This design comes from an exercise in tuning for small area on the open sky130 flow, not from production work. Function was checked by simulation only, so behaviour that the tests miss may differ from the original. Power figures rest on the tool's default switching activity, not on a simulated workload.

## the baseline
==> module regfile_sb, before the edit <==
module regfile_sb
#(
  parameter int XLEN   = regfile_pkg::XLEN_DEF,
  parameter int NREG   = regfile_pkg::NREG_DEF,
  parameter int NRP    = regfile_pkg::NRP_DEF,
  localparam int AW    = $clog2(NREG)
) (
  input  logic                     clk,
  input  logic                     reset,
  input  logic                     we,
  input  logic [AW-1:0]            waddr,
  input  logic [XLEN-1:0]          wdata,
  input  logic                     rsv_valid,
  input  logic [AW-1:0]            rsv_addr,
  input  logic [NRP-1:0]           rd_en,
  input  logic [NRP-1:0][AW-1:0]   raddr,
  output logic [NRP-1:0][XLEN-1:0] rdata,
  output logic [NRP-1:0]           rd_busy,
  output logic                     hazard,
  output logic [AW:0]              pend_cnt
);
  logic [XLEN-1:0] regs   [1:NREG-1];
  logic [XLEN-1:0] regs_d [1:NREG-1];
  logic [NREG-1:1] vld;       
  logic [NREG-1:1] bq;        
  logic [NREG-1:1] wsel;      
  logic [NREG-1:1] nwr;       
  logic [NREG-1:1] rsel;      
  logic [NREG-1:1] rdok;      
  logic [NREG-1:1] bqa;       
  logic            wlive;
  logic            waw;
  logic            rsv_ok;
  logic            wr_busy;   
  assign wlive = we && !reset;
  for (genvar r = 1; r < NREG; r++) begin : g_dec
    assign wsel[r] = we && (waddr == AW'(r));
    assign nwr[r]  = !wsel[r];
    assign rsel[r] = (rsv_addr == AW'(r));
    assign rdok[r] = vld[r] && nwr[r];
    assign bqa[r]  = bq[r] && nwr[r];
  end
  for (genvar r = 1; r < NREG; r++) begin : g_reg
    for (genvar b = 0; b < XLEN; b++) begin : g_b
      regfile_hold u_hold (
        .d (wdata[b]), .q (regs[r][b]), .wr (wsel[r]), .nwr (nwr[r]),
        .nd (regs_d[r][b])
      );
    end
    always_ff @(posedge clk)
      regs[r] <= regs_d[r];
    always_ff @(posedge clk or posedge reset)
      if (reset)        vld[r] <= 1'b0;
      else if (wsel[r]) vld[r] <= 1'b1;
  end
  for (genvar i = 0; i < NRP; i++) begin : g_rd
    logic [NREG-1:0] rdec;
    logic [NREG-1:0] sel;
    for (genvar r = 1; r < NREG; r++) begin : g_s
      assign rdec[r] = (raddr[i] == AW'(r));
      assign sel[r]  = rdec[r] && rdok[r];
    end
    assign rdec[0] = 1'b0;
    assign sel[0]  = wlive && (waddr == raddr[i]) && (raddr[i] != '0);
    for (genvar b = 0; b < XLEN; b++) begin : g_b
      logic [NREG-1:0] col;
      assign col[0] = wdata[b];
      for (genvar r = 1; r < NREG; r++) begin : g_c
        assign col[r] = regs[r][b];
      end
      regfile_sel #(.N(32)) u_sel (.a(col), .s(sel), .y(rdata[i][b]));
    end
    regfile_sel #(.N(31)) u_busy (.a(bqa), .s(rdec[NREG-1:1]), .y(rd_busy[i]));
  end
  logic waw_hit;
  regfile_sel #(.N(31)) u_waw (.a(bqa), .s(rsel), .y(waw_hit));
  regfile_sel #(.N(31)) u_wbusy (.a(bq), .s(wsel), .y(wr_busy));
  assign waw    = rsv_valid && waw_hit;
  assign hazard = (rd_en[0] && rd_busy[0]) || (rd_en[1] && rd_busy[1]) || waw;
  assign rsv_ok = rsv_valid && (rsv_addr != '0) && !hazard;
  for (genvar r = 1; r < NREG; r++) begin : g_busy
    always_ff @(posedge clk or posedge reset)
      if (reset) bq[r] <= 1'b0;
      else       bq[r] <= (rsv_ok && rsel[r]) || bqa[r];
  end
  always_ff @(posedge clk or posedge reset)
    if (reset)
      pend_cnt <= '0;
    else if (rsv_ok != wr_busy)
      pend_cnt <= rsv_ok ? pend_cnt + 1'b1 : pend_cnt - 1'b1;
endmodule
Settings: LEC_CHECK=0, CAP_MARGIN=25, CORE_MARGIN=2, CORE_UTILIZATION=40, CTS_BUF_LIST=sky130_fd_sc_hd__clkbuf_4, CTS_CLUSTER_DIAMETER=40, CTS_CLUSTER_SIZE=10, SLEW_MARGIN=25, SYNTH_HIERARCHICAL=1, SYNTH_MINIMUM_KEEP_SIZE=0; clock period 10.0 ns.
standard.sh (not shown) runs the stock make flow with config.mk's settings and CLKGATE_MAP_FILE= SYNTH_SCRIPT=/design/flow/synth_recipe.tcl, a recipe that flattens the netlist after the stock synthesis.
==> flow/flow/run.sh <==
#!/bin/bash
# Own layout flow: the standard ORFS flow (standard.sh) with these changes:
#  - gates that synthesis sized up are set back to drive strength 1 after the
#    floorplan (flow/downsize.tcl); placement's repair then sizes what needs it,
#  - each port gets the smallest buffer instead of a delay-cell buffer,
#  - the clock tree uses small clock buffers in small clusters, without dummy loads.
# The full make output goes to flow_make.log; each ORFS step logs under orfs/logs/.
set -euo pipefail
here=$(cd "$(dirname "${BASH_SOURCE[0]}")" && pwd)
export POST_FLOORPLAN_TCL="$here/downsize.tcl"
export BUFFER_PORTS_ARGS="-buffer_cell sky130_fd_sc_hd__buf_1"
export CTS_ARGS="-sink_clustering_enable -repair_clock_nets -dont_use_dummy_load -buf_list sky130_fd_sc_hd__clkbuf_4 -sink_clustering_size 9 -sink_clustering_max_diameter 40"
bash standard.sh finish > flow_make.log 2>&1
==> flow/flow/downsize.tcl <==
# Set every combinational cell that synthesis sized up back to drive strength 1.
# Placement's repair_design then re-sizes or buffers whatever needs it, with real
# wire loads. Flip-flops and tap cells are left alone.
set n 0
foreach inst [[ord::get_db_block] getInsts] {
  set m [[$inst getMaster] getName]
  if {![regexp {^(sky130_fd_sc_hd__[a-z0-9]+)_([0-9]+)$} $m -> base drv]} { continue }
  if {$drv <= 1} { continue }
  if {[regexp {__(s?e?df|dl|tap|conb|lpflow)} $base]} { continue }
  set target ${base}_1
  if {[llength [get_lib_cells -quiet */$target]] == 0} { continue }
  replace_cell [$inst getName] $target
  incr n
}
puts "downsize: $n cells set to drive strength 1"
Input changes introduced in the candidate (baseline for comparison: the baseline):
--- a/flow/design.v
+++ b/flow/design.v
@@ -47,8 +47,27 @@
     assign y = !(&yn[3:0]) || !(&yn[7:4]) || !(yn[8] && yn[9] && yn2);
   end else begin : g_31
     assign y = !(&yn) || (a[30] && s[30]);
   end
+endmodule
+module regfile_lookup (
+  input  logic [31:0] d,
+  input  logic [7:0]  lo,
+  input  logic [3:0]  hi,
+  output logic        y
+);
+  logic [3:0] t;
+  for (genvar g = 0; g < 4; g++) begin : g_grp
+    logic [2:0] yn;
+    regfile_aoi3 u_a0 (.a(d[8*g+2:8*g]),   .s(lo[2:0]), .yn(yn[0]));
+    regfile_aoi3 u_a1 (.a(d[8*g+5:8*g+3]), .s(lo[5:3]), .yn(yn[1]));
+    regfile_aoi2 u_a2 (.a(d[8*g+7:8*g+6]), .s(lo[7:6]), .yn(yn[2]));
+    assign t[g] = !(&yn);
+  end
+  logic [1:0] un;
+  regfile_aoi2 u_b0 (.a(t[1:0]), .s(hi[1:0]), .yn(un[0]));
+  regfile_aoi2 u_b1 (.a(t[3:2]), .s(hi[3:2]), .yn(un[1]));
+  assign y = !(&un);
 endmodule
 module regfile_sb
 #(
   parameter int XLEN   = regfile_pkg::XLEN_DEF,
@@ -120,9 +139,17 @@
         assign col[r] = regs[r][b];
       end
       regfile_sel #(.N(32)) u_sel (.a(col), .s(sel), .y(rdata[i][b]));
     end
-    regfile_sel #(.N(31)) u_busy (.a(bqa), .s(rdec[NREG-1:1]), .y(rd_busy[i]));
+    logic [7:0] lo;
+    logic [3:0] hi;
+    for (genvar k = 0; k < 8; k++) begin : g_lo
+      assign lo[k] = (raddr[i][2:0] == 3'(k));
+    end
+    for (genvar g = 0; g < 4; g++) begin : g_hi
+      assign hi[g] = (raddr[i][4:3] == 2'(g));
+    end
+    regfile_lookup u_busy (.d({bqa, 1'b0}), .lo(lo), .hi(hi), .y(rd_busy[i]));
   end
   logic waw_hit;
   regfile_sel #(.N(31)) u_waw (.a(bqa), .s(rsel), .y(waw_hit));
   regfile_sel #(.N(31)) u_wbusy (.a(bq), .s(wsel), .y(wr_busy));
Results
The candidate ran to completion and came out clean on the timing, DRC and antenna checks. Re switching power total: the baseline was lower than the candidate. Compared with the baseline, the candidate shows met2 demand-to-capacity share in global routing higher by 1.4 points. On die area, the candidate and the baseline are basically level. Worst max-slew margin expressed relative to the limit delta for the candidate relative to the baseline: 7.8 points higher. On area of combinational cells with multiple inputs, the candidate and the baseline are neck and neck. The candidate vs the baseline: via count of the first global-routing pass down slightly.

## what the ideal ports hide
Ports are ideal in the flow. The routed layouts listed here were re-timed in OpenROAD. Step 1, drivers: a clkbuf_16 drives clk and a buf_2 each remaining input, both assumed. Step 2 times the ports against the registers' clock, not the clock port: input delays grow and output delays shrink by t, the midpoint of the rising clock arrivals with the driver on. Slacks: no drivers / after step 1 / after step 2; pairs: no drivers / after step 1.
| run | t, ns | setup slack, ns | worst setup path at the end | slew at the worst register clock pin (ns) |
|---|---|---|---|---|
| the baseline | 1.179 | 1.571 / 1.542 / 1.542 | input to output | 0.11 / 0.11 |
| the candidate | 1.151 | 1.910 / 1.884 / 1.884 | input to output | 0.11 / 0.11 |
After both steps every run listed still meets setup and hold. The setup slack of the baseline, which loses most, moves by -0.029 ns with the drivers and by -0.029 ns with both steps.
